This is an optimization exercise on Yosys and OpenROAD, whose aim is small area, a short achievable clock period and few clock cycles, not a production implementation.
At most, simulation tests tie the RTL to the original design; equivalence was not proved.
Power and IR drop assume default switching activity.

## length_prefixed_request_deframer
module length_prefixed_request_deframer (
  input  logic        clk,
  input  logic        rst_n,
  input  logic        in_tvalid,
  output logic        in_tready,
  input  logic [7:0]  in_tdata,
  input  logic        in_tuser,
  output logic        out_tvalid,
  input  logic        out_tready,
  output logic [31:0] out_tdata,
  output logic        out_tuser,
  output logic        out_tlast,
  input  logic        cfg_psel,
  input  logic        cfg_penable,
  input  logic        cfg_pwrite,
  input  logic [2:0]  cfg_paddr,
  input  logic [31:0] cfg_pwdata,
  output logic [31:0] cfg_prdata,
  output logic        cfg_pready
);
  localparam logic [4:0] PH_LEN  = 5'b00001;
  localparam logic [4:0] PH_CNT  = 5'b00010;
  localparam logic [4:0] PH_ALEN = 5'b00100;
  localparam logic [4:0] PH_DATA = 5'b01000;
  localparam logic [4:0] PH_FAIL = 5'b10000;
  localparam logic [2:0] ST_OK       = 3'd0;
  localparam logic [2:0] ST_TOO_LONG = 3'd1;
  localparam logic [2:0] ST_TOO_MANY = 3'd2;
  localparam logic [2:0] ST_OVERRUN  = 3'd3;
  localparam logic [2:0] ST_TRAILING = 3'd4;
  logic [31:0] max_msg_r;
  logic [20:0] max_args_r;
  logic        cfg_wr;
  assign cfg_pready = 1'b1;
  assign cfg_wr     = cfg_psel && cfg_penable && cfg_pwrite;
  always_ff @(posedge clk) begin
    if (!rst_n) begin
      max_msg_r  <= 32'd33554432;
      max_args_r <= 21'd200000;
    end else if (cfg_wr) begin
      if (cfg_paddr == 3'd0) max_msg_r  <= cfg_pwdata;
      if (cfg_paddr == 3'd4) max_args_r <= cfg_pwdata[20:0];
    end
  end
  for (genvar g = 0; g < 5; g++) begin : g_rd
    lprd_back #(.W(4)) u_rd (
      .addr     (cfg_paddr),
      .max_msg  (max_msg_r[4*g +: 4]),
      .max_args (max_args_r[4*g +: 4]),
      .rdata    (cfg_prdata[4*g +: 4])
    );
  end
  lprd_back #(.W(1)) u_rd20 (
    .addr     (cfg_paddr),
    .max_msg  (max_msg_r[20]),
    .max_args (max_args_r[20]),
  ...
For scale: roughly 1200 cells after synthesis, ~180 flip-flops, about 120 I/O pins, roughly 11000 sq um of cells after synthesis.
==> flow/config.mk <==
export PLATFORM = sky130hd
export DESIGN_NAME = length_prefixed_request_deframer
export DESIGN_NICKNAME = length_prefixed_request_deframer
export VERILOG_FILES = /design/flow/design.v
export SDC_FILE = /design/flow/constraint.sdc
export NUM_CORES = 4
export LEC_CHECK = 0
export CAP_MARGIN = 20
export CORE_MARGIN = 2
export CORE_UTILIZATION = 65
export CTS_BUF_LIST = sky130_fd_sc_hd__clkbuf_8
export SETUP_SLACK_MARGIN = 3.45
export SLEW_MARGIN = 20
export SYNTH_HIERARCHICAL = 1
==> flow/constraint.sdc <==
create_clock -name core_clock -period 7.0 [get_ports {clk}]
set_input_delay 1.4000 -clock core_clock [delete_from_list [all_inputs] [get_ports {clk}]]
set_output_delay 1.4000 -clock core_clock [all_outputs]
set_load 0.01 [all_outputs]
standard.sh (not shown) runs the stock make flow with config.mk's settings and CLKGATE_MAP_FILE= SYNTH_SCRIPT=/design/flow/synth_recipe.tcl, a recipe that flattens the netlist after the stock synthesis.
==> flow/flow/run.sh <==
#!/bin/bash
# Standard layout, with the port buffers made from the smallest buffer
# (the resizer upsizes those on critical paths).
cp standard.sh standard.sh.txt
export BUFFER_PORTS_ARGS="-buffer_cell sky130_fd_sc_hd__buf_1"
bash standard.sh > standard.log 2>&1
==> next run, changes <==
--- a/flow/design.v
+++ b/flow/design.v
@@ -1,22 +1,15 @@
 `default_nettype none
-module lprd_back #(parameter int W = 4) (
-  input  logic [2:0]   addr,
-  input  logic [W-1:0] max_msg,
-  input  logic [W-1:0] max_args,
-  output logic [W-1:0] rdata
+module lprd_back (
+  input  logic [2:0] addr,
+  input  logic [3:0] max_msg,
+  input  logic [3:0] max_args,
+  output logic [3:0] rdata
 );
-  assign rdata = (addr == 3'd0) ? max_msg : ((addr == 3'd4) ? max_args : '0);
-endmodule
-module lprd_back_msg #(parameter int W = 4) (
-  input  logic [2:0]   addr,
-  input  logic [W-1:0] max_msg,
-  output logic [W-1:0] rdata
-);
-  assign rdata = (addr == 3'd0) ? max_msg : '0;
+  assign rdata = (addr == 3'd0) ? max_msg : ((addr == 3'd4) ? max_args : 4'd0);
 endmodule
 `default_nettype wire
 `default_nettype none
 module length_prefixed_request_deframer (
   input  logic        clk,
   input  logic        rst_n,
   input  logic        in_tvalid,
@@ -56,38 +49,22 @@
       max_msg_r  <= 32'd33554432;
       max_args_r <= 21'd200000;
     end else if (cfg_wr) begin
       if (cfg_paddr == 3'd0) max_msg_r  <= cfg_pwdata;
       if (cfg_paddr == 3'd4) max_args_r <= cfg_pwdata[20:0];
     end
   end
-  for (genvar g = 0; g < 5; g++) begin : g_rd
-    lprd_back #(.W(4)) u_rd (
+  logic [31:0] rd_args;
+  assign rd_args = {11'd0, max_args_r};
+  for (genvar g = 0; g < 8; g++) begin : g_rd
+    lprd_back u_rd (
       .addr     (cfg_paddr),
       .max_msg  (max_msg_r[4*g +: 4]),
-      .max_args (max_args_r[4*g +: 4]),
+      .max_args (rd_args[4*g +: 4]),
       .rdata    (cfg_prdata[4*g +: 4])
-    );
-  end
-  lprd_back #(.W(1)) u_rd20 (
-    .addr     (cfg_paddr),
-    .max_msg  (max_msg_r[20]),
-    .max_args (max_args_r[20]),
-    .rdata    (cfg_prdata[20])
-  );
-  lprd_back_msg #(.W(3)) u_rd21 (
-    .addr     (cfg_paddr),
-    .max_msg  (max_msg_r[23:21]),
-    .rdata    (cfg_prdata[23:21])
-  );
-  for (genvar g = 0; g < 2; g++) begin : g_rdm
-    lprd_back_msg #(.W(4)) u_rd (
-      .addr     (cfg_paddr),
-      .max_msg  (max_msg_r[24+4*g +: 4]),
-      .rdata    (cfg_prdata[24+4*g +: 4])
     );
   end
   logic [4:0]  ph_r;
   logic [1:0]  pos_r;
   logic [31:0] body_r;      
   logic [20:0] args_r;      
   logic [31:0] abytes_r;    
The changed run went through all stages and came out clean.
Global-route usage goes down by 0.31 points.
Sequential power barely changes.
Clock skew barely changes.
Clock-buffer cell count does not change.
Final area goes down by 1.5%.
Setup slack improved by 0.055 ns.
Non-clock buffer count falls by 6.
Via count shrinks by 1.0%.
Testbench counts after the change, summed over its fixed seeds: cycles 400,378.
Function not checked in the first run of this note: the RTL went through the layout flow alone.

---

== the baseline ==
The RTL this note starts from:
==> flow/design.v <==
`default_nettype none
module lprd_back (
  input  logic [2:0] addr,
  input  logic [3:0] max_msg,
  input  logic [3:0] max_args,
  output logic [3:0] rdata
);
  assign rdata = (addr == 3'd0) ? max_msg : ((addr == 3'd4) ? max_args : 4'd0);
endmodule
`default_nettype wire
`default_nettype none
module length_prefixed_request_deframer (
  input  logic        clk,
  input  logic        rst_n,
  input  logic        in_tvalid,
  output logic        in_tready,
  input  logic [7:0]  in_tdata,
  input  logic        in_tuser,
  output logic        out_tvalid,
  input  logic        out_tready,
  output logic [31:0] out_tdata,
  output logic        out_tuser,
  output logic        out_tlast,
  input  logic        cfg_psel,
  input  logic        cfg_penable,
  input  logic        cfg_pwrite,
  input  logic [2:0]  cfg_paddr,
  input  logic [31:0] cfg_pwdata,
  output logic [31:0] cfg_prdata,
  output logic        cfg_pready
);
  localparam logic [2:0] PH_LEN  = 3'd0;
  localparam logic [2:0] PH_CNT  = 3'd1;
  localparam logic [2:0] PH_ALEN = 3'd2;
  localparam logic [2:0] PH_DATA = 3'd3;
  localparam logic [2:0] PH_FAIL = 3'd4;
  localparam logic [2:0] ST_OK       = 3'd0;
  localparam logic [2:0] ST_TOO_LONG = 3'd1;
  localparam logic [2:0] ST_TOO_MANY = 3'd2;
  localparam logic [2:0] ST_OVERRUN  = 3'd3;
  localparam logic [2:0] ST_TRAILING = 3'd4;
  logic [31:0] max_msg_r;
  logic [20:0] max_args_r;
  logic        cfg_wr;
  assign cfg_pready = 1'b1;
  assign cfg_wr     = cfg_psel && cfg_penable && cfg_pwrite;
  always_ff @(posedge clk) begin
    if (!rst_n) begin
      max_msg_r  <= 32'd33554432;
      max_args_r <= 21'd200000;
    end else if (cfg_wr) begin
      if (cfg_paddr == 3'd0) max_msg_r  <= cfg_pwdata;
      if (cfg_paddr == 3'd4) max_args_r <= cfg_pwdata[20:0];
    end
  end
  logic [31:0] rd_args;
  assign rd_args = {11'd0, max_args_r};
  for (genvar g = 0; g < 8; g++) begin : g_rd
    lprd_back u_rd (
      .addr     (cfg_paddr),
      .max_msg  (max_msg_r[4*g +: 4]),
      .max_args (rd_args[4*g +: 4]),
      .rdata    (cfg_prdata[4*g +: 4])
    );
  end
  logic [2:0]  ph_r;
  logic [1:0]  pos_r;
  logic [31:0] body_r;      
  logic [20:0] args_r;      
  logic [31:0] abytes_r;    
  logic [19:0] cur_r;       
  logic        inc_r;       
  logic        valid_r;
  logic [2:0]  st_r;
  logic        aend_r, mend_r, has_r;
  logic [7:0]  pay_r;
  logic        in_acc;
  assign in_tready = !valid_r || out_tready;
  assign in_acc    = in_tvalid && in_tready;
  logic        is_len, is_cnt, is_alen, is_data, is_fail, fld, last;
  logic [31:0] body_dec, abytes_dec, opnd;
  logic [20:0] args_dec;
  logic [19:0] cur_inc;
  logic        b_zero, b_one, b_le4;
  logic        cnt_a0, a_one_alen, a_zero_data, ab_one, lo_gt, lo_zero, lo_short;
  logic        c_valid_cnt, c_valid_alen, c_valid_data;
  logic        c_end_cnt, c_fail_cnt, c_end_alen, c_fail_alen, c_end_data, c_fail_data;
  logic [2:0]  c_st_cnt, c_st_alen, c_st_data;
  always_comb begin
    is_len  = (ph_r == PH_LEN);
    is_cnt  = (ph_r == PH_CNT);
    is_alen = (ph_r == PH_ALEN);
    is_data = (ph_r == PH_DATA);
    is_fail = ph_r[2];
    fld     = is_len || is_cnt || is_alen;
    last    = (pos_r == 2'd3);
    body_dec   = body_r - 32'd1;
    abytes_dec = abytes_r - 32'd1;
    args_dec   = args_r - 21'd1;
    cur_inc    = cur_r + 20'd1;
    b_zero  = (body_r == 32'd0);
    b_one   = (body_r == 32'd1);
    b_le4   = !b_zero && (body_r[31:3] == 29'd0) && (body_r[2:0] <= 3'd4);
    cnt_a0      = (abytes_r[20:0] == 21'd0);    
    a_one_alen  = (args_r == 21'd1);            
    a_zero_data = (args_r == 21'd0);            
    ab_one      = (abytes_r == 32'd1);
    lo_zero  = (abytes_r[23:0] == 24'd0);
    lo_short = (abytes_r[23:2] == 22'd0);
    opnd  = is_len ? max_msg_r : (is_cnt ? {11'd0, max_args_r} : body_r);
    lo_gt = ({abytes_r[23:0], 1'b1} > {opnd[23:0], !is_alen});
    c_end_cnt   = cnt_a0 && b_one;
    c_fail_cnt  = (cnt_a0 && !b_one) || (!cnt_a0 && b_le4);
    c_valid_cnt = c_end_cnt || c_fail_cnt;
    c_st_cnt    = (cnt_a0 && !b_one) ? ST_TRAILING : ((!cnt_a0 && b_le4) ? ST_OVERRUN : ST_OK);
    c_end_alen   = a_one_alen && b_one;
    c_fail_alen  = (a_one_alen && !b_one) || (!a_one_alen && b_le4);
    c_valid_alen = c_end_alen || c_fail_alen;
    c_st_alen    = (a_one_alen && !b_one) ? ST_TRAILING : ((!a_one_alen && b_le4) ? ST_OVERRUN : ST_OK);
    c_end_data   = a_zero_data && b_one;
    c_fail_data  = (a_zero_data && !b_one) || (!a_zero_data && b_le4);
    c_valid_data = c_end_data || c_fail_data;
    c_st_data    = (a_zero_data && !b_one) ? ST_TRAILING : ((!a_zero_data && b_le4) ? ST_OVERRUN : ST_OK);
  end
  logic        hi_gt, hi_eq, v_gt, in_zero, v_zero, v_short;
  logic [2:0]  ph_nxt;
  logic        res_valid, res_aend, res_mend, res_has, aend;
  logic [2:0]  res_st;
  always_comb begin
    hi_gt   = (in_tdata > opnd[31:24]);
    hi_eq   = (in_tdata == opnd[31:24]);
    v_gt    = hi_gt || (hi_eq && lo_gt);
    in_zero = (in_tdata == 8'd0);
    v_zero  = in_zero && lo_zero;
    v_short = in_zero && lo_short;
    ph_nxt    = ph_r;
    res_valid = 1'b0;
    res_aend  = 1'b0;
    res_mend  = 1'b0;
    res_has   = 1'b0;
    res_st    = ST_OK;
    aend      = 1'b0;
    case (ph_r)
      PH_LEN: if (last) begin
        res_mend = 1'b1;
        if (v_gt) begin
          ph_nxt = PH_FAIL; res_valid = 1'b1; res_st = ST_TOO_LONG;
        end else if (v_short) begin
          ph_nxt = PH_FAIL; res_valid = 1'b1; res_st = ST_OVERRUN;
        end else begin
          ph_nxt = PH_CNT;
        end
      end
      PH_CNT: if (last) begin
        res_mend = 1'b1;
        if (v_gt) begin
          ph_nxt = PH_FAIL; res_valid = 1'b1; res_st = ST_TOO_MANY;
        end else begin
          res_valid = c_valid_cnt;
          res_st    = c_st_cnt;
          ph_nxt    = c_end_cnt ? PH_LEN : (c_fail_cnt ? PH_FAIL : PH_ALEN);
        end
      end
      PH_ALEN: if (last) begin
        if (v_gt && !b_zero) begin
          ph_nxt = PH_FAIL; res_valid = 1'b1; res_mend = 1'b1; res_st = ST_OVERRUN;
        end else if (v_zero) begin
          aend      = 1'b1;
          res_valid = 1'b1;
          res_aend  = 1'b1;
          res_mend  = c_valid_alen;
          res_st    = c_st_alen;
          ph_nxt    = c_end_alen ? PH_LEN : (c_fail_alen ? PH_FAIL : PH_ALEN);
        end else begin
          ph_nxt = PH_DATA;
        end
      end
      PH_DATA: begin
        res_valid = 1'b1;
        res_has   = 1'b1;
        if (ab_one) begin
          aend     = 1'b1;
          res_aend = 1'b1;
          res_mend = c_valid_data;
          res_st   = c_st_data;
          ph_nxt   = c_end_data ? PH_LEN : (c_fail_data ? PH_FAIL : PH_ALEN);
        end
      end
      default: ;
    endcase
    if (in_tuser) begin
      ph_nxt    = PH_LEN;
      res_valid = 1'b0;
      res_has   = 1'b0;
      aend      = 1'b0;
    end
  end
  always_ff @(posedge clk) begin
    if (!rst_n) begin
      ph_r  <= PH_LEN;
      pos_r <= 2'd0;
    end else if (in_acc) begin
      ph_r  <= ph_nxt;
      pos_r <= in_tuser ? 2'd1 : (fld ? pos_r + 2'd1 : pos_r);
    end
  end
  always_ff @(posedge clk) begin
    if (in_acc) begin
      if (is_len) begin
        if (last) body_r <= {in_tdata, abytes_r[23:0]};
      end else if (!is_fail) begin
        body_r <= body_dec;
      end
      if (in_tuser || (fld && pos_r == 2'd0)) abytes_r[7:0] <= in_tdata;
      else if (is_data)                       abytes_r[7:0] <= abytes_dec[7:0];
      if (!in_tuser) begin
        if (fld) begin
          if (pos_r == 2'd1) abytes_r[15:8]  <= in_tdata;
          if (pos_r == 2'd2) abytes_r[23:16] <= in_tdata;
          if (pos_r == 2'd3) abytes_r[31:24] <= in_tdata;
        end else if (is_data) begin
          abytes_r[31:8] <= abytes_dec[31:8];
        end
      end
      if (last && is_cnt)  args_r <= abytes_r[20:0];
      if (last && is_alen) args_r <= args_dec;
      if (in_tuser || is_len || is_cnt) cur_r <= 20'd0;
      else if (inc_r)                   cur_r <= cur_inc;
      inc_r <= aend;
    end
  end
  always_ff @(posedge clk) begin
    if (in_tready) begin
      st_r   <= res_st;
      aend_r <= res_aend;
      mend_r <= res_mend;
      has_r  <= res_has;
      pay_r  <= res_has ? in_tdata : 8'd0;
    end
  end
  always_ff @(posedge clk) begin
    if (!rst_n)      valid_r <= 1'b0;
    else if (in_acc) valid_r <= res_valid;
    else if (out_tready) valid_r <= 1'b0;
  end
  assign out_tvalid = valid_r;
  assign out_tdata  = {st_r, aend_r, cur_r, pay_r};
  assign out_tuser  = has_r;
  assign out_tlast  = mend_r;
endmodule
`default_nettype wire
export LEC_CHECK = 0
export CAP_MARGIN = 20
export CORE_MARGIN = 2
export CORE_UTILIZATION = 65
export SETUP_SLACK_MARGIN = 3.6
export SLEW_MARGIN = 20
export SYNTH_HIERARCHICAL = 1
create_clock -name core_clock -period 7.0 [get_ports {clk}]
Scripts as last shown in full above: flow/flow/run.sh
The inputs of the candidate differ from those of the baseline as listed below.
--- a/flow/design.v
+++ b/flow/design.v
@@ -29,11 +29,11 @@
   output logic [31:0] cfg_prdata,
   output logic        cfg_pready
 );
-  localparam logic [2:0] PH_LEN  = 3'd0;
-  localparam logic [2:0] PH_CNT  = 3'd1;
-  localparam logic [2:0] PH_ALEN = 3'd2;
-  localparam logic [2:0] PH_DATA = 3'd3;
-  localparam logic [2:0] PH_FAIL = 3'd4;
+  localparam logic [4:0] PH_LEN  = 5'b00001;
+  localparam logic [4:0] PH_CNT  = 5'b00010;
+  localparam logic [4:0] PH_ALEN = 5'b00100;
+  localparam logic [4:0] PH_DATA = 5'b01000;
+  localparam logic [4:0] PH_FAIL = 5'b10000;
   localparam logic [2:0] ST_OK       = 3'd0;
   localparam logic [2:0] ST_TOO_LONG = 3'd1;
   localparam logic [2:0] ST_TOO_MANY = 3'd2;
@@ -63,7 +63,7 @@
       .rdata    (cfg_prdata[4*g +: 4])
     );
   end
-  logic [2:0]  ph_r;
+  logic [4:0]  ph_r;
   logic [1:0]  pos_r;
   logic [31:0] body_r;      
   logic [20:0] args_r;      
@@ -87,11 +87,11 @@
   logic        c_end_cnt, c_fail_cnt, c_end_alen, c_fail_alen, c_end_data, c_fail_data;
   logic [2:0]  c_st_cnt, c_st_alen, c_st_data;
   always_comb begin
-    is_len  = (ph_r == PH_LEN);
-    is_cnt  = (ph_r == PH_CNT);
-    is_alen = (ph_r == PH_ALEN);
-    is_data = (ph_r == PH_DATA);
-    is_fail = ph_r[2];
+    is_len  = ph_r[0];
+    is_cnt  = ph_r[1];
+    is_alen = ph_r[2];
+    is_data = ph_r[3];
+    is_fail = ph_r[4];
     fld     = is_len || is_cnt || is_alen;
     last    = (pos_r == 2'd3);
     body_dec   = body_r - 32'd1;
@@ -123,7 +123,7 @@
     c_st_data    = (a_zero_data && !b_one) ? ST_TRAILING : ((!a_zero_data && b_le4) ? ST_OVERRUN : ST_OK);
   end
   logic        hi_gt, hi_eq, v_gt, in_zero, v_zero, v_short;
-  logic [2:0]  ph_nxt;
+  logic [4:0]  ph_nxt;
   logic        res_valid, res_aend, res_mend, res_has, aend;
   logic [2:0]  res_st;
   always_comb begin
@@ -140,8 +140,8 @@
     res_has   = 1'b0;
     res_st    = ST_OK;
     aend      = 1'b0;
-    case (ph_r)
-      PH_LEN: if (last) begin
+    case (1'b1)
+      is_len: if (last) begin
         res_mend = 1'b1;
         if (v_gt) begin
           ph_nxt = PH_FAIL; res_valid = 1'b1; res_st = ST_TOO_LONG;
@@ -151,7 +151,7 @@
           ph_nxt = PH_CNT;
         end
       end
-      PH_CNT: if (last) begin
+      is_cnt: if (last) begin
         res_mend = 1'b1;
         if (v_gt) begin
           ph_nxt = PH_FAIL; res_valid = 1'b1; res_st = ST_TOO_MANY;
@@ -161,7 +161,7 @@
           ph_nxt    = c_end_cnt ? PH_LEN : (c_fail_cnt ? PH_FAIL : PH_ALEN);
         end
       end
-      PH_ALEN: if (last) begin
+      is_alen: if (last) begin
         if (v_gt && !b_zero) begin
           ph_nxt = PH_FAIL; res_valid = 1'b1; res_mend = 1'b1; res_st = ST_OVERRUN;
         end else if (v_zero) begin
@@ -175,7 +175,7 @@
           ph_nxt = PH_DATA;
         end
       end
-      PH_DATA: begin
+      is_data: begin
         res_valid = 1'b1;
         res_has   = 1'b1;
         if (ab_one) begin
Results
Critical path's slowest cell: sky130_fd_sc_hd__buf_2 -> the baseline, sky130_fd_sc_hd__nor3_4 -> the candidate. Worst setup slack was lower in the run labelled the baseline. Diff the baseline -> the candidate: wire length now larger, fraction of final layout cells with drive strength greater than 1 now larger, instance count after placement with tap cells included now larger. Compared with the baseline, the candidate improves fmax. The candidate against the baseline: gate count of the mapped netlist barely changed; time the worst path needs with I/O delays and setup down 0.20 ns; sequential share of layout area about even; via count rose about 3.3%; utilization went up 0.72 points. Diff the baseline -> the candidate | layout sequential cell count | up slightly. As far as source-to-sink clock delay at the later pin of the worst-skew pair is concerned, the baseline and the candidate perform about the same. Lower maximum vdd ir drop goes to the baseline over the candidate.
Testbench counts of the candidate, summed over its fixed seeds: cycles 400,378.
The RTL of the baseline was laid out without a check of its function.

## port drivers added, routing unchanged
The results above use ideal ports. As a check the final layouts listed here were re-extracted and re-timed, cells and wires unchanged.
Step 1: set_driving_cell puts a clkbuf_16 on clk and a buf_2 on each other input, an assumption about the parent block.
Step 2 adds t to the input delays and takes it off the output delays; t is the mean of the earliest and latest rising clock arrival at the registers after step 1. Input paths then give back, and output paths get back, about the clock's delay inside the block.
a / b / c = ideal ports / drivers / drivers and shift; a / b = the first two.
| run | shift t [ns] | slack for setup (ns) | slew at the worst register clock pin (ns) |
|---|---|---|---|
| the first run of note 1 | 0.522 | 3.450 / 3.368 / 3.080 | 0.11 / 0.11 |
| the second run of note 1 | 0.523 | 3.505 / 3.397 / 3.108 | 0.11 / 0.11 |
| the baseline | 0.482 | 3.322 / 3.283 / 3.283 | 0.07 / 0.07 |
| the candidate | 0.492 | 3.525 / 3.256 / 3.198 | 0.08 / 0.08 |
After both steps setup and hold are still met in every run listed. For the second run of note 1, which loses most, drivers alone change the setup slack by -0.108 ns; drivers and shift together by -0.397 ns.
